What follows belongs to an exercise in optimizing a design on an open flow for small area, a short achievable clock period and few clock cycles per item; a production flow would make more cautious choices.
No functional check of the RTL was part of this run.
Power figures rest on the tool's default switching activity, not on a simulated workload.

--- design.v ---
package relu_pkg;
    localparam int NDIG = 9;
endpackage
module fa (input logic a, b, c, output logic s, co);
    assign s  = a ^ b ^ c;
    assign co = (a & b) | (a & c) | (b & c);
endmodule
module ha (input logic a, b, output logic s, co);
    assign s  = a ^ b;
    assign co = a & b;
endmodule
module mac_lane (
    input  logic        clk,
    input  logic [8:0]  one,    
    input  logic [8:0]  two,    
    input  logic [8:0]  neg,    
    input  logic [17:0] w,
    input  logic        keep,   
    input  logic        mv,     
    output logic [16:0] res
);
    logic [43:0] acc0_q, acc1_q, acc0_d, acc1_d;
    wire s0, c0;
    fa u_s0 ((acc0_q[0] & keep), (acc1_q[0] & keep), neg[0], s0, c0);
    wire s1, c1;
    fa u_s1 ((acc0_q[1] & keep), (acc1_q[1] & keep), (((one[0] & w[1]) | (two[0] & w[0])) ^ neg[0]), s1, c1);
    wire s2, c2;
    fa u_s2 ((acc0_q[2] & keep), (acc1_q[2] & keep), neg[1], s2, c2);
    wire s3, c3;
    fa u_s3 ((((one[0] & w[2]) | (two[0] & w[1])) ^ neg[0]), ((one[1] & w[0]) ^ neg[1]), s2, s3, c3);
    wire s4, c4;
    fa u_s4 ((acc0_q[3] & keep), (acc1_q[3] & keep), (((one[0] & w[3]) | (two[0] & w[2])) ^ neg[0]), s4, c4);
    wire s5, c5;
    fa u_s5 ((((one[1] & w[1]) | (two[1] & w[0])) ^ neg[1]), c2, s4, s5, c5);
    wire s6, c6;
    fa u_s6 ((acc0_q[4] & keep), (acc1_q[4] & keep), neg[2], s6, c6);
    wire s7, c7;
    fa u_s7 ((((one[0] & w[4]) | (two[0] & w[3])) ^ neg[0]), (((one[1] & w[2]) | (two[1] & w[1])) ^ neg[1]), ((one[2] & w[0]) ^ neg[2]), s7, c7);
    wire s8, c8;
    fa u_s8 (s6, c4, s7, s8, c8);
    wire s9, c9;
    fa u_s9 ((acc0_q[5] & keep), (acc1_q[5] & keep), (((one[0] & w[5]) | (two[0] & w[4])) ^ neg[0]), s9, c9);
    wire s10, c10;
    fa u_s10 ((((one[1] & w[3]) | (two[1] & w[2])) ^ neg[1]), (((one[2] & w[1]) | (two[2] & w[0])) ^ neg[2]), c6, s10, c10);
    wire s11, c11;
    fa u_s11 (c7, s9, s10, s11, c11);
    wire s12, c12;
    fa u_s12 ((acc0_q[6] & keep), (acc1_q[6] & keep), neg[3], s12, c12);
    wire s13, c13;
    fa u_s13 ((((one[0] & w[6]) | (two[0] & w[5])) ^ neg[0]), (((one[1] & w[4]) | (two[1] & w[3])) ^ neg[1]), (((one[2] & w[2]) | (two[2] & w[1])) ^ neg[2]), s13, c13);
    wire s14, c14;
    fa u_s14 (((one[3] & w[0]) ^ neg[3]), s12, c9, s14, c14);
    wire s15, c15;
    fa u_s15 (c10, s13, s14, s15, c15);
    wire s16, c16;
    fa u_s16 ((acc0_q[7] & keep), (acc1_q[7] & keep), (((one[0] & w[7]) | (two[0] & w[6])) ^ neg[0]), s16, c16);
    wire s17, c17;
    fa u_s17 ((((one[1] & w[5]) | (two[1] & w[4])) ^ neg[1]), (((one[2] & w[3]) | (two[2] & w[2])) ^ neg[2]), (((one[3] & w[1]) | (two[3] & w[0])) ^ neg[3]), s17, c17);
    wire s18, c18;
    fa u_s18 (c12, c13, s16, s18, c18);
    wire s19, c19;
    fa u_s19 (s17, c14, s18, s19, c19);
    wire s20, c20;
    fa u_s20 ((acc0_q[8] & keep), (acc1_q[8] & keep), neg[4], s20, c20);
    wire s21, c21;
    fa u_s21 ((((one[0] & w[8]) | (two[0] & w[7])) ^ neg[0]), (((one[1] & w[6]) | (two[1] & w[5])) ^ neg[1]), (((one[2] & w[4]) | (two[2] & w[3])) ^ neg[2]), s21, c21);
    wire s22, c22;
    fa u_s22 ((((one[3] & w[2]) | (two[3] & w[1])) ^ neg[3]), ((one[4] & w[0]) ^ neg[4]), s20, s22, c22);
    wire s23, c23;
    fa u_s23 (c16, c17, s21, s23, c23);
    wire s24, c24;
    fa u_s24 (s22, c18, s23, s24, c24);
    wire s25, c25;
    fa u_s25 ((acc0_q[9] & keep), (acc1_q[9] & keep), (((one[0] & w[9]) | (two[0] & w[8])) ^ neg[0]), s25, c25);
    wire s26, c26;
    fa u_s26 ((((one[1] & w[7]) | (two[1] & w[6])) ^ neg[1]), (((one[2] & w[5]) | (two[2] & w[4])) ^ neg[2]), (((one[3] & w[3]) | (two[3] & w[2])) ^ neg[3]), s26, c26);
    wire s27, c27;
    fa u_s27 ((((one[4] & w[1]) | (two[4] & w[0])) ^ neg[4]), c20, c21, s27, c27);
    wire s28, c28;
    fa u_s28 (s25, s26, c22, s28, c28);
    wire s29, c29;
    fa u_s29 (c23, s27, s28, s29, c29);
    wire s30, c30;
    fa u_s30 ((acc0_q[10] & keep), (acc1_q[10] & keep), neg[5], s30, c30);
    wire s31, c31;
    fa u_s31 ((((one[0] & w[10]) | (two[0] & w[9])) ^ neg[0]), (((one[1] & w[8]) | (two[1] & w[7])) ^ neg[1]), (((one[2] & w[6]) | (two[2] & w[5])) ^ neg[2]), s31, c31);
    wire s32, c32;
    fa u_s32 ((((one[3] & w[4]) | (two[3] & w[3])) ^ neg[3]), (((one[4] & w[2]) | (two[4] & w[1])) ^ neg[4]), ((one[5] & w[0]) ^ neg[5]), s32, c32);
    wire s33, c33;
    fa u_s33 (s30, c25, c26, s33, c33);
    wire s34, c34;
    fa u_s34 (s31, s32, c27, s34, c34);
    wire s35, c35;
    fa u_s35 (s33, c28, s34, s35, c35);
    wire s36, c36;
    fa u_s36 ((acc0_q[11] & keep), (acc1_q[11] & keep), (((one[0] & w[11]) | (two[0] & w[10])) ^ neg[0]), s36, c36);
    wire s37, c37;
    fa u_s37 ((((one[1] & w[9]) | (two[1] & w[8])) ^ neg[1]), (((one[2] & w[7]) | (two[2] & w[6])) ^ neg[2]), (((one[3] & w[5]) | (two[3] & w[4])) ^ neg[3]), s37, c37);
    wire s38, c38;
    fa u_s38 ((((one[4] & w[3]) | (two[4] & w[2])) ^ neg[4]), (((one[5] & w[1]) | (two[5] & w[0])) ^ neg[5]), c30, s38, c38);
    wire s39, c39;
    fa u_s39 (c31, c32, s36, s39, c39);
    wire s40, c40;
    fa u_s40 (s37, s38, c33, s40, c40);
    wire s41, c41;
    fa u_s41 (s39, c34, s40, s41, c41);
    wire s42, c42;
    fa u_s42 ((acc0_q[12] & keep), (acc1_q[12] & keep), neg[6], s42, c42);
    wire s43, c43;
    fa u_s43 ((((one[0] & w[12]) | (two[0] & w[11])) ^ neg[0]), (((one[1] & w[10]) | (two[1] & w[9])) ^ neg[1]), (((one[2] & w[8]) | (two[2] & w[7])) ^ neg[2]), s43, c43);
    wire s44, c44;
    fa u_s44 ((((one[3] & w[6]) | (two[3] & w[5])) ^ neg[3]), (((one[4] & w[4]) | (two[4] & w[3])) ^ neg[4]), (((one[5] & w[2]) | (two[5] & w[1])) ^ neg[5]), s44, c44);
    wire s45, c45;
    fa u_s45 (((one[6] & w[0]) ^ neg[6]), s42, c36, s45, c45);
    wire s46, c46;
    fa u_s46 (c37, c38, s43, s46, c46);
    wire s47, c47;
    fa u_s47 (s44, c39, s45, s47, c47);
    wire s48, c48;
    fa u_s48 (s46, c40, s47, s48, c48);
    wire s49, c49;
    fa u_s49 ((acc0_q[13] & keep), (acc1_q[13] & keep), (((one[0] & w[13]) | (two[0] & w[12])) ^ neg[0]), s49, c49);
    wire s50, c50;
    fa u_s50 ((((one[1] & w[11]) | (two[1] & w[10])) ^ neg[1]), (((one[2] & w[9]) | (two[2] & w[8])) ^ neg[2]), (((one[3] & w[7]) | (two[3] & w[6])) ^ neg[3]), s50, c50);
    wire s51, c51;
    fa u_s51 ((((one[4] & w[5]) | (two[4] & w[4])) ^ neg[4]), (((one[5] & w[3]) | (two[5] & w[2])) ^ neg[5]), (((one[6] & w[1]) | (two[6] & w[0])) ^ neg[6]), s51, c51);
    wire s52, c52;
    fa u_s52 (c42, c43, c44, s52, c52);
    wire s53, c53;
    fa u_s53 (s49, s50, s51, s53, c53);
    wire s54, c54;
    fa u_s54 (c45, c46, s52, s54, c54);
    wire s55, c55;
    fa u_s55 (s53, c47, s54, s55, c55);
    wire s56, c56;
    fa u_s56 ((acc0_q[14] & keep), (acc1_q[14] & keep), neg[7], s56, c56);
    wire s57, c57;
    fa u_s57 ((((one[0] & w[14]) | (two[0] & w[13])) ^ neg[0]), (((one[1] & w[12]) | (two[1] & w[11])) ^ neg[1]), (((one[2] & w[10]) | (two[2] & w[9])) ^ neg[2]), s57, c57);
    wire s58, c58;
    fa u_s58 ((((one[3] & w[8]) | (two[3] & w[7])) ^ neg[3]), (((one[4] & w[6]) | (two[4] & w[5])) ^ neg[4]), (((one[5] & w[4]) | (two[5] & w[3])) ^ neg[5]), s58, c58);
    wire s59, c59;
    fa u_s59 ((((one[6] & w[2]) | (two[6] & w[1])) ^ neg[6]), ((one[7] & w[0]) ^ neg[7]), s56, s59, c59);
    wire s60, c60;
    fa u_s60 (c49, c50, c51, s60, c60);
    wire s61, c61;
    fa u_s61 (s57, s58, s59, s61, c61);
    wire s62, c62;
    fa u_s62 (c52, c53, s60, s62, c62);
    wire s63, c63;
    fa u_s63 (s61, c54, s62, s63, c63);
    wire s64, c64;
    fa u_s64 ((acc0_q[15] & keep), (acc1_q[15] & keep), (((one[0] & w[15]) | (two[0] & w[14])) ^ neg[0]), s64, c64);
    wire s65, c65;
    fa u_s65 ((((one[1] & w[13]) | (two[1] & w[12])) ^ neg[1]), (((one[2] & w[11]) | (two[2] & w[10])) ^ neg[2]), (((one[3] & w[9]) | (two[3] & w[8])) ^ neg[3]), s65, c65);
    wire s66, c66;
    fa u_s66 ((((one[4] & w[7]) | (two[4] & w[6])) ^ neg[4]), (((one[5] & w[5]) | (two[5] & w[4])) ^ neg[5]), (((one[6] & w[3]) | (two[6] & w[2])) ^ neg[6]), s66, c66);
    wire s67, c67;
    fa u_s67 ((((one[7] & w[1]) | (two[7] & w[0])) ^ neg[7]), c56, c57, s67, c67);
    wire s68, c68;
    fa u_s68 (c58, s64, s65, s68, c68);
    wire s69, c69;
    fa u_s69 (s66, c59, c60, s69, c69);
    wire s70, c70;
    fa u_s70 (s67, s68, c61, s70, c70);
    wire s71, c71;
    fa u_s71 (c62, s69, s70, s71, c71);
    wire s72, c72;
    fa u_s72 ((acc0_q[16] & keep), (acc1_q[16] & keep), neg[8], s72, c72);
    wire s73, c73;
    fa u_s73 ((((one[0] & w[16]) | (two[0] & w[15])) ^ neg[0]), (((one[1] & w[14]) | (two[1] & w[13])) ^ neg[1]), (((one[2] & w[12]) | (two[2] & w[11])) ^ neg[2]), s73, c73);
    wire s74, c74;
    fa u_s74 ((((one[3] & w[10]) | (two[3] & w[9])) ^ neg[3]), (((one[4] & w[8]) | (two[4] & w[7])) ^ neg[4]), (((one[5] & w[6]) | (two[5] & w[5])) ^ neg[5]), s74, c74);
    wire s75, c75;
    fa u_s75 ((((one[6] & w[4]) | (two[6] & w[3])) ^ neg[6]), (((one[7] & w[2]) | (two[7] & w[1])) ^ neg[7]), ((one[8] & w[0]) ^ neg[8]), s75, c75);
    wire s76, c76;
    fa u_s76 (s72, c64, c65, s76, c76);
    wire s77, c77;
    fa u_s77 (c66, s73, s74, s77, c77);
    wire s78, c78;
    fa u_s78 (s75, c67, c68, s78, c78);
    wire s79, c79;
    fa u_s79 (s76, s77, c69, s79, c79);
    wire s80, c80;
    fa u_s80 (s78, c70, s79, s80, c80);
    wire s81, c81;
    fa u_s81 ((acc0_q[17] & keep), (acc1_q[17] & keep), (((one[0] & w[17]) | (two[0] & w[16])) ^ neg[0]), s81, c81);
    wire s82, c82;
    fa u_s82 ((((one[1] & w[15]) | (two[1] & w[14])) ^ neg[1]), (((one[2] & w[13]) | (two[2] & w[12])) ^ neg[2]), (((one[3] & w[11]) | (two[3] & w[10])) ^ neg[3]), s82, c82);
    wire s83, c83;
    fa u_s83 ((((one[4] & w[9]) | (two[4] & w[8])) ^ neg[4]), (((one[5] & w[7]) | (two[5] & w[6])) ^ neg[5]), (((one[6] & w[5]) | (two[6] & w[4])) ^ neg[6]), s83, c83);
    wire s84, c84;
    fa u_s84 ((((one[7] & w[3]) | (two[7] & w[2])) ^ neg[7]), (((one[8] & w[1]) | (two[8] & w[0])) ^ neg[8]), c72, s84, c84);
    wire s85, c85;
    fa u_s85 (c73, c74, c75, s85, c85);
    wire s86, c86;
    fa u_s86 (s81, s82, s83, s86, c86);
    wire s87, c87;
    fa u_s87 (s84, c76, c77, s87, c87);
    wire s88, c88;
    fa u_s88 (s85, s86, c78, s88, c88);
    wire s89, c89;
    fa u_s89 (s87, c79, s88, s89, c89);
    wire s90, c90;
    fa u_s90 (1'b1, (acc0_q[18] & keep), (acc1_q[18] & keep), s90, c90);
    wire s91, c91;
    fa u_s91 (~(((one[0] | two[0]) & w[17]) ^ neg[0]), (((one[1] & w[16]) | (two[1] & w[15])) ^ neg[1]), (((one[2] & w[14]) | (two[2] & w[13])) ^ neg[2]), s91, c91);
    wire s92, c92;
    fa u_s92 ((((one[3] & w[12]) | (two[3] & w[11])) ^ neg[3]), (((one[4] & w[10]) | (two[4] & w[9])) ^ neg[4]), (((one[5] & w[8]) | (two[5] & w[7])) ^ neg[5]), s92, c92);
    wire s93, c93;
    fa u_s93 ((((one[6] & w[6]) | (two[6] & w[5])) ^ neg[6]), (((one[7] & w[4]) | (two[7] & w[3])) ^ neg[7]), (((one[8] & w[2]) | (two[8] & w[1])) ^ neg[8]), s93, c93);
    wire s94, c94;
    fa u_s94 (s90, c81, c82, s94, c94);
    wire s95, c95;
    fa u_s95 (c83, c84, s91, s95, c95);
    wire s96, c96;
    fa u_s96 (s92, s93, c85, s96, c96);
    wire s97, c97;
    fa u_s97 (c86, s94, s95, s97, c97);
    wire s98, c98;
    fa u_s98 (c87, s96, s97, s98, c98);
    wire s99, c99;
    ha u_s99 (c88, s98, s99, c99);
    wire s100, c100;
    fa u_s100 (1'b1, (acc0_q[19] & keep), (acc1_q[19] & keep), s100, c100);
    wire s101, c101;
    fa u_s101 (c90, (((one[1] & w[17]) | (two[1] & w[16])) ^ neg[1]), (((one[2] & w[15]) | (two[2] & w[14])) ^ neg[2]), s101, c101);
    wire s102, c102;
    fa u_s102 ((((one[3] & w[13]) | (two[3] & w[12])) ^ neg[3]), (((one[4] & w[11]) | (two[4] & w[10])) ^ neg[4]), (((one[5] & w[9]) | (two[5] & w[8])) ^ neg[5]), s102, c102);
    wire s103, c103;
    fa u_s103 ((((one[6] & w[7]) | (two[6] & w[6])) ^ neg[6]), (((one[7] & w[5]) | (two[7] & w[4])) ^ neg[7]), (((one[8] & w[3]) | (two[8] & w[2])) ^ neg[8]), s103, c103);
    wire s104, c104;
    fa u_s104 (s100, c91, c92, s104, c104);
    wire s105, c105;
    fa u_s105 (c93, s101, s102, s105, c105);
    wire s106, c106;
    fa u_s106 (s103, c94, c95, s106, c106);
    wire s107, c107;
    fa u_s107 (s104, s105, c96, s107, c107);
    wire s108, c108;
    fa u_s108 (c97, s106, s107, s108, c108);
    wire s109, c109;
    ha u_s109 (c98, s108, s109, c109);
    wire s110, c110;
    fa u_s110 ((acc0_q[20] & keep), (acc1_q[20] & keep), c100, s110, c110);
    wire s111, c111;
    fa u_s111 (~(((one[1] | two[1]) & w[17]) ^ neg[1]), (((one[2] & w[16]) | (two[2] & w[15])) ^ neg[2]), (((one[3] & w[14]) | (two[3] & w[13])) ^ neg[3]), s111, c111);
    wire s112, c112;
    fa u_s112 ((((one[4] & w[12]) | (two[4] & w[11])) ^ neg[4]), (((one[5] & w[10]) | (two[5] & w[9])) ^ neg[5]), (((one[6] & w[8]) | (two[6] & w[7])) ^ neg[6]), s112, c112);
    wire s113, c113;
    fa u_s113 ((((one[7] & w[6]) | (two[7] & w[5])) ^ neg[7]), (((one[8] & w[4]) | (two[8] & w[3])) ^ neg[8]), c101, s113, c113);
    wire s114, c114;
    fa u_s114 (c102, c103, s110, s114, c114);
    wire s115, c115;
    fa u_s115 (s111, s112, c104, s115, c115);
    wire s116, c116;
    fa u_s116 (c105, s113, s114, s116, c116);
    wire s117, c117;
    fa u_s117 (c106, s115, s116, s117, c117);
    wire s118, c118;
    fa u_s118 (c107, s117, c108, s118, c118);
    wire s119, c119;
    fa u_s119 (1'b1, (acc0_q[21] & keep), (acc1_q[21] & keep), s119, c119);
    wire s120, c120;
    fa u_s120 ((((one[2] & w[17]) | (two[2] & w[16])) ^ neg[2]), (((one[3] & w[15]) | (two[3] & w[14])) ^ neg[3]), (((one[4] & w[13]) | (two[4] & w[12])) ^ neg[4]), s120, c120);
    wire s121, c121;
    fa u_s121 ((((one[5] & w[11]) | (two[5] & w[10])) ^ neg[5]), (((one[6] & w[9]) | (two[6] & w[8])) ^ neg[6]), (((one[7] & w[7]) | (two[7] & w[6])) ^ neg[7]), s121, c121);
    wire s122, c122;
    fa u_s122 ((((one[8] & w[5]) | (two[8] & w[4])) ^ neg[8]), s119, c110, s122, c122);
    wire s123, c123;
    fa u_s123 (c111, c112, s120, s123, c123);
    wire s124, c124;
    fa u_s124 (s121, c113, s122, s124, c124);
    wire s125, c125;
    fa u_s125 (c114, s123, c115, s125, c125);
    wire s126, c126;
    fa u_s126 (c116, s124, s125, s126, c126);
    wire s127, c127;
    ha u_s127 (c117, s126, s127, c127);
    wire s128, c128;
    fa u_s128 ((acc0_q[22] & keep), (acc1_q[22] & keep), c119, s128, c128);
    wire s129, c129;
    fa u_s129 (~(((one[2] | two[2]) & w[17]) ^ neg[2]), (((one[3] & w[16]) | (two[3] & w[15])) ^ neg[3]), (((one[4] & w[14]) | (two[4] & w[13])) ^ neg[4]), s129, c129);
    wire s130, c130;
    fa u_s130 ((((one[5] & w[12]) | (two[5] & w[11])) ^ neg[5]), (((one[6] & w[10]) | (two[6] & w[9])) ^ neg[6]), (((one[7] & w[8]) | (two[7] & w[7])) ^ neg[7]), s130, c130);
    wire s131, c131;
    fa u_s131 ((((one[8] & w[6]) | (two[8] & w[5])) ^ neg[8]), c120, c121, s131, c131);
    wire s132, c132;
    fa u_s132 (s128, s129, s130, s132, c132);
    wire s133, c133;
    fa u_s133 (c122, c123, s131, s133, c133);
    wire s134, c134;
    fa u_s134 (s132, c124, s133, s134, c134);
    wire s135, c135;
    fa u_s135 (c125, s134, c126, s135, c135);
    wire s136, c136;
    fa u_s136 (1'b1, (acc0_q[23] & keep), (acc1_q[23] & keep), s136, c136);
    wire s137, c137;
    fa u_s137 ((((one[3] & w[17]) | (two[3] & w[16])) ^ neg[3]), (((one[4] & w[15]) | (two[4] & w[14])) ^ neg[4]), (((one[5] & w[13]) | (two[5] & w[12])) ^ neg[5]), s137, c137);
    wire s138, c138;
    fa u_s138 ((((one[6] & w[11]) | (two[6] & w[10])) ^ neg[6]), (((one[7] & w[9]) | (two[7] & w[8])) ^ neg[7]), (((one[8] & w[7]) | (two[8] & w[6])) ^ neg[8]), s138, c138);
    wire s139, c139;
    fa u_s139 (s136, c128, c129, s139, c139);
    wire s140, c140;
    fa u_s140 (c130, s137, s138, s140, c140);
    wire s141, c141;
    fa u_s141 (c131, c132, s139, s141, c141);
    wire s142, c142;
    fa u_s142 (s140, c133, s141, s142, c142);
    wire s143, c143;
    ha u_s143 (c134, s142, s143, c143);
    wire s144, c144;
    fa u_s144 ((acc0_q[24] & keep), (acc1_q[24] & keep), c136, s144, c144);
    wire s145, c145;
    fa u_s145 (~(((one[3] | two[3]) & w[17]) ^ neg[3]), (((one[4] & w[16]) | (two[4] & w[15])) ^ neg[4]), (((one[5] & w[14]) | (two[5] & w[13])) ^ neg[5]), s145, c145);
    wire s146, c146;
    fa u_s146 ((((one[6] & w[12]) | (two[6] & w[11])) ^ neg[6]), (((one[7] & w[10]) | (two[7] & w[9])) ^ neg[7]), (((one[8] & w[8]) | (two[8] & w[7])) ^ neg[8]), s146, c146);
    wire s147, c147;
    fa u_s147 (c137, c138, s144, s147, c147);
    wire s148, c148;
    fa u_s148 (s145, s146, c139, s148, c148);
    wire s149, c149;
    fa u_s149 (c140, s147, c141, s149, c149);
    wire s150, c150;
    fa u_s150 (s148, c142, s149, s150, c150);
    wire s151, c151;
    fa u_s151 (1'b1, (acc0_q[25] & keep), (acc1_q[25] & keep), s151, c151);
    wire s152, c152;
    fa u_s152 ((((one[4] & w[17]) | (two[4] & w[16])) ^ neg[4]), (((one[5] & w[15]) | (two[5] & w[14])) ^ neg[5]), (((one[6] & w[13]) | (two[6] & w[12])) ^ neg[6]), s152, c152);
    wire s153, c153;
    fa u_s153 ((((one[7] & w[11]) | (two[7] & w[10])) ^ neg[7]), (((one[8] & w[9]) | (two[8] & w[8])) ^ neg[8]), s151, s153, c153);
    wire s154, c154;
    fa u_s154 (c144, c145, c146, s154, c154);
    wire s155, c155;
    fa u_s155 (s152, s153, c147, s155, c155);
    wire s156, c156;
    fa u_s156 (s154, c148, s155, s156, c156);
    wire s157, c157;
    ha u_s157 (c149, s156, s157, c157);
    wire s158, c158;
    fa u_s158 ((acc0_q[26] & keep), (acc1_q[26] & keep), c151, s158, c158);
    wire s159, c159;
    fa u_s159 (~(((one[4] | two[4]) & w[17]) ^ neg[4]), (((one[5] & w[16]) | (two[5] & w[15])) ^ neg[5]), (((one[6] & w[14]) | (two[6] & w[13])) ^ neg[6]), s159, c159);
    wire s160, c160;
    fa u_s160 ((((one[7] & w[12]) | (two[7] & w[11])) ^ neg[7]), (((one[8] & w[10]) | (two[8] & w[9])) ^ neg[8]), c152, s160, c160);
    wire s161, c161;
    fa u_s161 (c153, s158, s159, s161, c161);
    wire s162, c162;
    fa u_s162 (c154, s160, s161, s162, c162);
    wire s163, c163;
    fa u_s163 (c155, s162, c156, s163, c163);
    wire s164, c164;
    fa u_s164 (1'b1, (acc0_q[27] & keep), (acc1_q[27] & keep), s164, c164);
    wire s165, c165;
    fa u_s165 ((((one[5] & w[17]) | (two[5] & w[16])) ^ neg[5]), (((one[6] & w[15]) | (two[6] & w[14])) ^ neg[6]), (((one[7] & w[13]) | (two[7] & w[12])) ^ neg[7]), s165, c165);
    wire s166, c166;
    fa u_s166 ((((one[8] & w[11]) | (two[8] & w[10])) ^ neg[8]), s164, c158, s166, c166);
    wire s167, c167;
    fa u_s167 (c159, s165, c160, s167, c167);
    wire s168, c168;
    fa u_s168 (s166, c161, s167, s168, c168);
    wire s169, c169;
    ha u_s169 (c162, s168, s169, c169);
    wire s170, c170;
    fa u_s170 ((acc0_q[28] & keep), (acc1_q[28] & keep), c164, s170, c170);
    wire s171, c171;
    fa u_s171 (~(((one[5] | two[5]) & w[17]) ^ neg[5]), (((one[6] & w[16]) | (two[6] & w[15])) ^ neg[6]), (((one[7] & w[14]) | (two[7] & w[13])) ^ neg[7]), s171, c171);
    wire s172, c172;
    fa u_s172 ((((one[8] & w[12]) | (two[8] & w[11])) ^ neg[8]), c165, s170, s172, c172);
    wire s173, c173;
    fa u_s173 (s171, c166, s172, s173, c173);
    wire s174, c174;
    fa u_s174 (c167, s173, c168, s174, c174);
    wire s175, c175;
    fa u_s175 (1'b1, (acc0_q[29] & keep), (acc1_q[29] & keep), s175, c175);
    wire s176, c176;
    fa u_s176 ((((one[6] & w[17]) | (two[6] & w[16])) ^ neg[6]), (((one[7] & w[15]) | (two[7] & w[14])) ^ neg[7]), (((one[8] & w[13]) | (two[8] & w[12])) ^ neg[8]), s176, c176);
    wire s177, c177;
    fa u_s177 (s175, c170, c171, s177, c177);
    wire s178, c178;
    fa u_s178 (s176, c172, s177, s178, c178);
    wire s179, c179;
    ha u_s179 (c173, s178, s179, c179);
    wire s180, c180;
    fa u_s180 ((acc0_q[30] & keep), (acc1_q[30] & keep), c175, s180, c180);
    wire s181, c181;
    fa u_s181 (~(((one[6] | two[6]) & w[17]) ^ neg[6]), (((one[7] & w[16]) | (two[7] & w[15])) ^ neg[7]), (((one[8] & w[14]) | (two[8] & w[13])) ^ neg[8]), s181, c181);
    wire s182, c182;
    fa u_s182 (c176, s180, s181, s182, c182);
    wire s183, c183;
    fa u_s183 (c177, s182, c178, s183, c183);
    wire s184, c184;
    fa u_s184 (1'b1, (acc0_q[31] & keep), (acc1_q[31] & keep), s184, c184);
    wire s185, c185;
    fa u_s185 ((((one[7] & w[17]) | (two[7] & w[16])) ^ neg[7]), (((one[8] & w[15]) | (two[8] & w[14])) ^ neg[8]), s184, s185, c185);
    wire s186, c186;
    fa u_s186 (c180, c181, s185, s186, c186);
    wire s187, c187;
    ha u_s187 (c182, s186, s187, c187);
    wire s188, c188;
    fa u_s188 ((acc0_q[32] & keep), (acc1_q[32] & keep), c184, s188, c188);
    wire s189, c189;
    fa u_s189 (~(((one[7] | two[7]) & w[17]) ^ neg[7]), (((one[8] & w[16]) | (two[8] & w[15])) ^ neg[8]), c185, s189, c189);
    wire s190, c190;
    fa u_s190 (s188, s189, c186, s190, c190);
    wire s191, c191;
    fa u_s191 (1'b1, (acc0_q[33] & keep), (acc1_q[33] & keep), s191, c191);
    wire s192, c192;
    fa u_s192 ((((one[8] & w[17]) | (two[8] & w[16])) ^ neg[8]), s191, c188, s192, c192);
    wire s193, c193;
    ha u_s193 (s192, c189, s193, c193);
    wire s194, c194;
    fa u_s194 ((acc0_q[34] & keep), (acc1_q[34] & keep), c191, s194, c194);
    wire s195, c195;
    fa u_s195 (~(((one[8] | two[8]) & w[17]) ^ neg[8]), s194, c192, s195, c195);
    wire s196, c196;
    fa u_s196 (1'b1, (acc0_q[35] & keep), (acc1_q[35] & keep), s196, c196);
    wire s197, c197;
    ha u_s197 (s196, c194, s197, c197);
    wire s198, c198;
    fa u_s198 (1'b1, (acc0_q[36] & keep), (acc1_q[36] & keep), s198, c198);
    wire s199, c199;
    ha u_s199 (c196, s198, s199, c199);
    wire s200, c200;
    fa u_s200 (1'b1, (acc0_q[37] & keep), (acc1_q[37] & keep), s200, c200);
    wire s201, c201;
    ha u_s201 (c198, s200, s201, c201);
    wire s202, c202;
    fa u_s202 (1'b1, (acc0_q[38] & keep), (acc1_q[38] & keep), s202, c202);
    wire s203, c203;
    ha u_s203 (c200, s202, s203, c203);
    wire s204, c204;
    fa u_s204 (1'b1, (acc0_q[39] & keep), (acc1_q[39] & keep), s204, c204);
    wire s205, c205;
    ha u_s205 (c202, s204, s205, c205);
    wire s206, c206;
    fa u_s206 (1'b1, (acc0_q[40] & keep), (acc1_q[40] & keep), s206, c206);
    wire s207, c207;
    ha u_s207 (c204, s206, s207, c207);
    wire s208, c208;
    fa u_s208 (1'b1, (acc0_q[41] & keep), (acc1_q[41] & keep), s208, c208);
    wire s209, c209;
    ha u_s209 (c206, s208, s209, c209);
    wire s210, c210;
    fa u_s210 (1'b1, (acc0_q[42] & keep), (acc1_q[42] & keep), s210, c210);
    wire s211, c211;
    ha u_s211 (c208, s210, s211, c211);
    wire s212, c212;
    fa u_s212 (1'b1, (acc0_q[43] & keep), (acc1_q[43] & keep), s212, c212);
    wire s213, c213;
    ha u_s213 (c210, s212, s213, c213);
    assign acc0_d[0] = ((one[0] & w[0]) ^ neg[0]);
    assign acc1_d[0] = s0;
    assign acc0_d[1] = c0;
    assign acc1_d[1] = s1;
    assign acc0_d[2] = c1;
    assign acc1_d[2] = s3;
    assign acc0_d[3] = c3;
    assign acc1_d[3] = s5;
    assign acc0_d[4] = c5;
    assign acc1_d[4] = s8;
    assign acc0_d[5] = c8;
    assign acc1_d[5] = s11;
    assign acc0_d[6] = c11;
    assign acc1_d[6] = s15;
    assign acc0_d[7] = c15;
    assign acc1_d[7] = s19;
    assign acc0_d[8] = c19;
    assign acc1_d[8] = s24;
    assign acc0_d[9] = c24;
    assign acc1_d[9] = s29;
    assign acc0_d[10] = c29;
    assign acc1_d[10] = s35;
    assign acc0_d[11] = c35;
    assign acc1_d[11] = s41;
    assign acc0_d[12] = c41;
    assign acc1_d[12] = s48;
    assign acc0_d[13] = c48;
    assign acc1_d[13] = s55;
    assign acc0_d[14] = c55;
    assign acc1_d[14] = s63;
    assign acc0_d[15] = c63;
    assign acc1_d[15] = s71;
    assign acc0_d[16] = c71;
    assign acc1_d[16] = s80;
    assign acc0_d[17] = c80;
    assign acc1_d[17] = s89;
    assign acc0_d[18] = c89;
    assign acc1_d[18] = s99;
    assign acc0_d[19] = c99;
    assign acc1_d[19] = s109;
    assign acc0_d[20] = c109;
    assign acc1_d[20] = s118;
    assign acc0_d[21] = c118;
    assign acc1_d[21] = s127;
    assign acc0_d[22] = c127;
    assign acc1_d[22] = s135;
    assign acc0_d[23] = c135;
    assign acc1_d[23] = s143;
    assign acc0_d[24] = c143;
    assign acc1_d[24] = s150;
    assign acc0_d[25] = c150;
    assign acc1_d[25] = s157;
    assign acc0_d[26] = c157;
    assign acc1_d[26] = s163;
    assign acc0_d[27] = c163;
    assign acc1_d[27] = s169;
    assign acc0_d[28] = c169;
    assign acc1_d[28] = s174;
    assign acc0_d[29] = c174;
    assign acc1_d[29] = s179;
    assign acc0_d[30] = c179;
    assign acc1_d[30] = s183;
    assign acc0_d[31] = c183;
    assign acc1_d[31] = s187;
    assign acc0_d[32] = c187;
    assign acc1_d[32] = s190;
    assign acc0_d[33] = c190;
    assign acc1_d[33] = s193;
    assign acc0_d[34] = c193;
    assign acc1_d[34] = s195;
    assign acc0_d[35] = c195;
    assign acc1_d[35] = s197;
    assign acc0_d[36] = c197;
    assign acc1_d[36] = s199;
    assign acc0_d[37] = c199;
    assign acc1_d[37] = s201;
    assign acc0_d[38] = c201;
    assign acc1_d[38] = s203;
    assign acc0_d[39] = c203;
    assign acc1_d[39] = s205;
    assign acc0_d[40] = c205;
    assign acc1_d[40] = s207;
    assign acc0_d[41] = c207;
    assign acc1_d[41] = s209;
    assign acc0_d[42] = c209;
    assign acc1_d[42] = s211;
    assign acc0_d[43] = c211;
    assign acc1_d[43] = s213;
    always_ff @(posedge clk) begin
        acc0_q <= acc0_d;
        acc1_q <= acc1_d;
    end
    logic [43:0] sum;
    logic [16:0] act;
    assign sum = acc0_q + acc1_q;
    always_comb begin
        if (sum[43])          act = 17'd0;
        else if (|sum[42:35]) act = 17'h1ffff;
        else                    act = sum[34:18];
    end
    always_ff @(posedge clk) begin
        if (mv) res <= act;
    end
endmodule
module relu_neuron_array
#(
    parameter int N          = 18,
    parameter int LANES      = 4,
    parameter int K_MAX      = 256,
    parameter int SHIFT      = 18,
    parameter int LEAK_SHIFT = 3
) (
    input  logic                 clk,
    input  logic                 rst,
    input  logic                 in_valid,
    output logic                 in_ready,
    input  logic                 in_last,
    input  logic [N-1:0]         in_x,
    input  logic [LANES*N-1:0]   in_w,
    output logic                 out_valid,
    input  logic                 out_ready,
    output logic [LANES*N-1:0]   out_data,
    output logic                 err_ovf
);
    localparam int ND = relu_pkg::NDIG;
    logic [7:0]      cnt_q;       
    logic            b_q;         
    logic            bc_q;        
    logic            start_q;     
    logic            p_q;         
    logic            v_q;         
    logic            err_q;
    logic [ND-1:0]   one_q, two_q, neg_q;
    logic [LANES*N-1:0] w_q;
    logic fire, close, mv, keep;
    logic [N:0] xe;
    assign in_ready = !((bc_q && (v_q || p_q)) || (p_q && v_q));
    assign fire     = in_valid && in_ready;
    assign close    = fire && (in_last || (&cnt_q));
    assign mv       = p_q && (!v_q || out_ready);
    assign keep     = !(start_q && b_q);
    assign xe = {in_x, 1'b0};
    always_ff @(posedge clk or negedge rst) begin
        if (!rst) begin
            cnt_q   <= '0;
            b_q     <= 1'b0;
            bc_q    <= 1'b0;
            start_q <= 1'b1;
            p_q     <= 1'b0;
            v_q     <= 1'b0;
            err_q   <= 1'b0;
        end else begin
            if (close)      cnt_q <= '0;
            else if (fire)  cnt_q <= cnt_q + 8'd1;
            if (close && !in_last) err_q <= 1'b1;
            b_q  <= fire;
            bc_q <= close;
            if (b_q) start_q <= bc_q;
            p_q  <= bc_q || (p_q && !mv);
            v_q  <= mv || (v_q && !out_ready);
        end
    end
    always_ff @(posedge clk) begin
        for (int j = 0; j < ND; j++) begin
            one_q[j] <= fire && (xe[2*j+1] ^ xe[2*j]);
            two_q[j] <= fire && ((xe[2*j+2] && !xe[2*j+1] && !xe[2*j]) ||
                                 (!xe[2*j+2] && xe[2*j+1] && xe[2*j]));
            neg_q[j] <= fire && xe[2*j+2];
        end
        w_q <= in_w;
    end
    for (genvar i = 0; i < LANES; i++) begin : g_lane
        mac_lane u_lane (
            .clk  (clk),
            .one  (one_q),
            .two  (two_q),
            .neg  (neg_q),
            .w    (w_q[i*N +: N]),
            .keep (keep),
            .mv   (mv),
            .res  (out_data[i*N +: N-1])
        );
        assign out_data[i*N+N-1] = 1'b0;
    end
    assign out_valid = v_q;
    assign err_ovf   = err_q;
endmodule
--- config.mk ---
export PLATFORM = sky130hd
export DESIGN_NAME = relu_neuron_array
export DESIGN_NICKNAME = relu_neuron_array
export VERILOG_FILES = /design/flow/design.v
export SDC_FILE = /design/flow/constraint.sdc
export NUM_CORES = 4
export LEC_CHECK = 0
export CAP_MARGIN = 20
export CORE_MARGIN = 2
export CORE_UTILIZATION = 50
export SLEW_MARGIN = 20
export SYNTH_HIERARCHICAL = 1
export SYNTH_MINIMUM_KEEP_SIZE = 0
--- constraint.sdc ---
create_clock -name core_clock -period 10.0 [get_ports {clk}]
set_input_delay 2.0000 -clock core_clock [delete_from_list [all_inputs] [get_ports {clk}]]
set_output_delay 2.0000 -clock core_clock [all_outputs]
set_load 0.01 [all_outputs]
--- run.sh ---
#!/bin/bash
# synth_recipe.tcl (not shown) runs the flow's synth.tcl, then flattens the netlist and writes it again
# the make line also repeats each setting of config.mk as NAME=value (left out here)
make -C /OpenROAD-flow-scripts/flow DESIGN_CONFIG=/design/flow/config.mk WORK_HOME=/design/flow/orfs CLKGATE_MAP_FILE= SYNTH_SCRIPT=/design/flow/synth_recipe.tcl finish
==> summary.txt <==
[Yosys stat by module (local to each module, per instance)]
module,flops+latches,cells inside
mac_lane,105,984
relu_neuron_array,113,237
fa,0,1
ha,0,1
[state kept, by name, summed over array words and instances (netlist names), 8 cells and up]
signal	cells
one_q	9
w_q	72
neg_q	9
g_lane.u_lane.acc1_q	176
cnt_q	8
g_lane.u_lane.acc0_q	176
g_lane.u_lane.res	68
two_q	9
[kinds of logic after synthesis]
logic type                 after synthesis
adders and majority gates             1026
other                                    5
xor gates and xnor gates               776
and+or+nand+nor                        925
muxes                                    6
DFF                                    533
AOI/OAI and AO/OA                     1267
buffers and inverters                  491
[routing by layer]
| metal | track usage | vias up |
|---|---|---|
| li1 | - | 17240 |
| met1 | 0.4047 | 19680 |
| met2 | 0.4499 | 1667 |
| met3 | 0.04999 | 305 |
| met4 | 0.08894 | 2 |
| met5 | 0 | - |
[layout make-up]
type / instances / area (um^2)
fill: 9327 / 47190
tap: 1391 / 1740
clock inverter: 38 / 471.7
clock buffer: 89 / 1916
sequential: 533 / 11490
multi-input combinational: 4076 / 39560
inverter: 36 / 135.1
timing repair buffer: 250 / 2315
[final timing paths]
kind                                from                          end  slack [ns]  depth (start not counted)
max in group asynchronous            rst                        err_q        7.83                          1
worst min-delay path               err_q                        err_q        0.47                          1
worst min register to register     err_q                        err_q        0.47                          1
worst max-delay path            neg_q[5]  g_lane[2].u_lane.acc1_q[20]        5.22                          9
min in group asynchronous            rst                     cnt_q[6]        1.74                          1
worst max register to register  neg_q[5]  g_lane[2].u_lane.acc1_q[20]        5.22                          9
[placed cells by master, fill, tap and decap left out, types with 9 or more instances in the layout]
master / n
fa_1: 784
xnor2_1: 696
a22oi_1: 616
dfxtp_1: 424
and2_1: 371
a21oi_1: 261
ha_1: 241
nand2_1: 205
clkdlybuf4s50_1: 165
nor2_1: 146
o21ai_0: 126
buf_4: 83
xor2_1: 80
conb_1: 76
clkbuf_16: 72
nand4_1: 70
edfxtp_1: 68
nor3_1: 53
a21o_1: 37
inv_1: 35
a211oi_1: 32
nand3_1: 30
o21bai_1: 21
o31ai_1: 20
o21a_1: 16
dfxtp_2: 14
dfrtp_1: 13
dfxtp_4: 13
o211ai_1: 12
a31oi_1: 12
o22ai_1: 12
clkbuf_1: 12
clkinvlp_4: 10
clkinv_2: 10
o21ai_1: 9
a211o_1: 9
bufinv_16: 9
[power breakdown]
group	switching (uW)	internal (uW)
Clock	1070	1600
Sequential	651	3560
Combinational	8690	6900
[critical path: stages, from the launching register on]
cell	delay (ns)
dfxtp_4	0.70
buf_4	0.51
buf_4	0.62
xnor2_1	0.20
fa_1	0.43
fa_1	0.47
fa_1	0.40
fa_1	0.45
fa_1	0.40
fa_1	0.43
[metrics by stage]
| step | cells | power (uW) | instance area, um^2 | worst slack [ns] | util |
|---|---|---|---|---|---|
| floorplan | 5100 | 15490 | 52890 | 5.692 | - |
| global placement | 6286 | 19410 | 55230 | 5.260 | 0.5269 |
| detailed placement | 6286 | 19840 | 55230 | 5.277 | 0.5269 |
| CTS | 6413 | 22670 | 57620 | 5.254 | 0.5497 |
| global route | 6413 | 25150 | 57630 | 5.059 | 0.5498 |
| finish | 6413 | 22460 | 57630 | 5.220 | 0.5498 |
==> impl_metrics.ini <==
[run_status]
status = timing/DRC/antenna clean

[clocking]
path_clk_slew_ns = 0.06
h-tree-depth = 3
cts_setup_buffers = 0
clockRootBuffer = clkbuf_16
cts_hold_buf = 0
clock_path_buffers = 3
clkSinkCount = 533
numCtsBuffers = 69
cts_tree = built
worstSkewPairLatency_ns = 0.67
post_cts_resized = 0

[routing]
viasPerCell = 6.063
wl_met1_mm = 66.25
ant_nets = 0
drtIter0Drc = 3488
route.detailed.drc = 0
wl_per_cell_um = 23.69
topRoutingLayerUsed = met5
met3_length_mm = 11.63
via_count = 38890
dr_wl_met2_mm = 69.54
firstDrtPassIters = 8
routed_wl_mm = 151.9

[setup_path]
crit_path_end_kind = register
critPathKind = register to register
worstPathRequired_ns = 10.52
worst_setup_path_start_kind = register
path_max_fanout = 34
arrival_ns = 5.30

[final_layout]
syn2layout_area_growth_pct = 9.500
layout-drive-gt1-share = 0.05217
nets = 6086
num_antenna_cells = 0

[sta]
tightest_slew_ns = 1.249
maxSlewHeadroom = 0.1663
fin_crit_ns = 4.780
setup_tns_ns = 0
rsz0062_at_grt = false
hold_viol = 0
fin_skew_ns = 0.02926
setup_viol = 0
finalCritPeriodShare = 0.4780
whs_ns = 0.4733
final_max_slew_viol_count = 0
clock.fmax_ghz = 0.2092

[synthesis]
yosysTopAreaCell = fa_1
netlist_top_cells_area = fa_1 (30%), dfxtp_1 (17%), xnor2_1 (12%)
synth_xor_area_frac = 0.1291
yosys_warnings = 8
synth_async_sr_flop_share = 0.02627
muxShareOfSynthArea = 0.001189
yosys-top-cells-count = fa_1 (784), xnor2_1 (696), a22oi_1 (616)
synthSimpleGateAreaFrac = 0.09324
synth_top_family_by_area = adder cells
syn_area_um2 = 52630
ys_seq_area_frac = 0.2170
syn_avg_cell_area_um2 = 10.46
synth-edff-count = 68
synth_top_flop_cell = dfxtp_1
yosysMostFrequentCell = fa_1
yosys.area_share.adder = 0.3557
ys_ff_latch = 533
synth_top_area_share = 0.2982
synth_compound_area_frac = 0.1666
synth_cell_types = 68
synth_cells = 5029

[floorplanning]
die_w_um = 328.4
die_y_um = 328.4
start_util = 0.5021
ioPinCount = 170
core.rowCount = 119
fp.dieArea_um2 = 107900
coreArea_um2 = 104800

[worst_hold_path]
hold_class = register to register

[grt]
grt_antenna_before_repair = 1
grt.total_usage = 0.2866
grt_pass1_vias = 41260
grt_max_degree = 166
grt_overflow_total = 0
grt_pass1_wl_mm = 241.1

[job]
maxCapViolations = 0

[placement]
numPortBuffers = 165
gp_congestion = 0.8913
dp_hpwl_mm = 105.0

[power]
cellPowerDensity_nw_per_um2 = 389.8
p_leak_uw = 0.02167
vdd_drop_max_mv = 0.2007

-- port drivers added, routing unchanged --
The flow's constraints put no driver on any port. The routed layout listed below was extracted and timed again, unchanged, in two steps.
Step 1 (the two cells are an assumption about what drives the block):
set clk [get_ports {clk}]
set_driving_cell -lib_cell sky130_fd_sc_hd__clkbuf_16 $clk
set_driving_cell -lib_cell sky130_fd_sc_hd__buf_2 [delete_from_list [all_inputs] $clk]
Step 2 times the ports against the registers' clock, not the clock port: input delays grow and output delays shrink by t, the midpoint of the rising clock arrivals with the driver on.
a / b / c = no drivers / after step 1 / after step 2; a / b = the first two.
shift t [ns]: 0.722
setup slack, ns: 5.220 / 5.220 / 5.220
hold slack, ns: 0.473 / 0.473 / 0.473
worst setup path at the end: register to register
clock arrival spread, ns: 0.030 / 0.030
After both steps setup and hold are still met in this run. For this run, drivers alone change the setup slack by 0.000 ns; drivers and shift together by 0.000 ns.
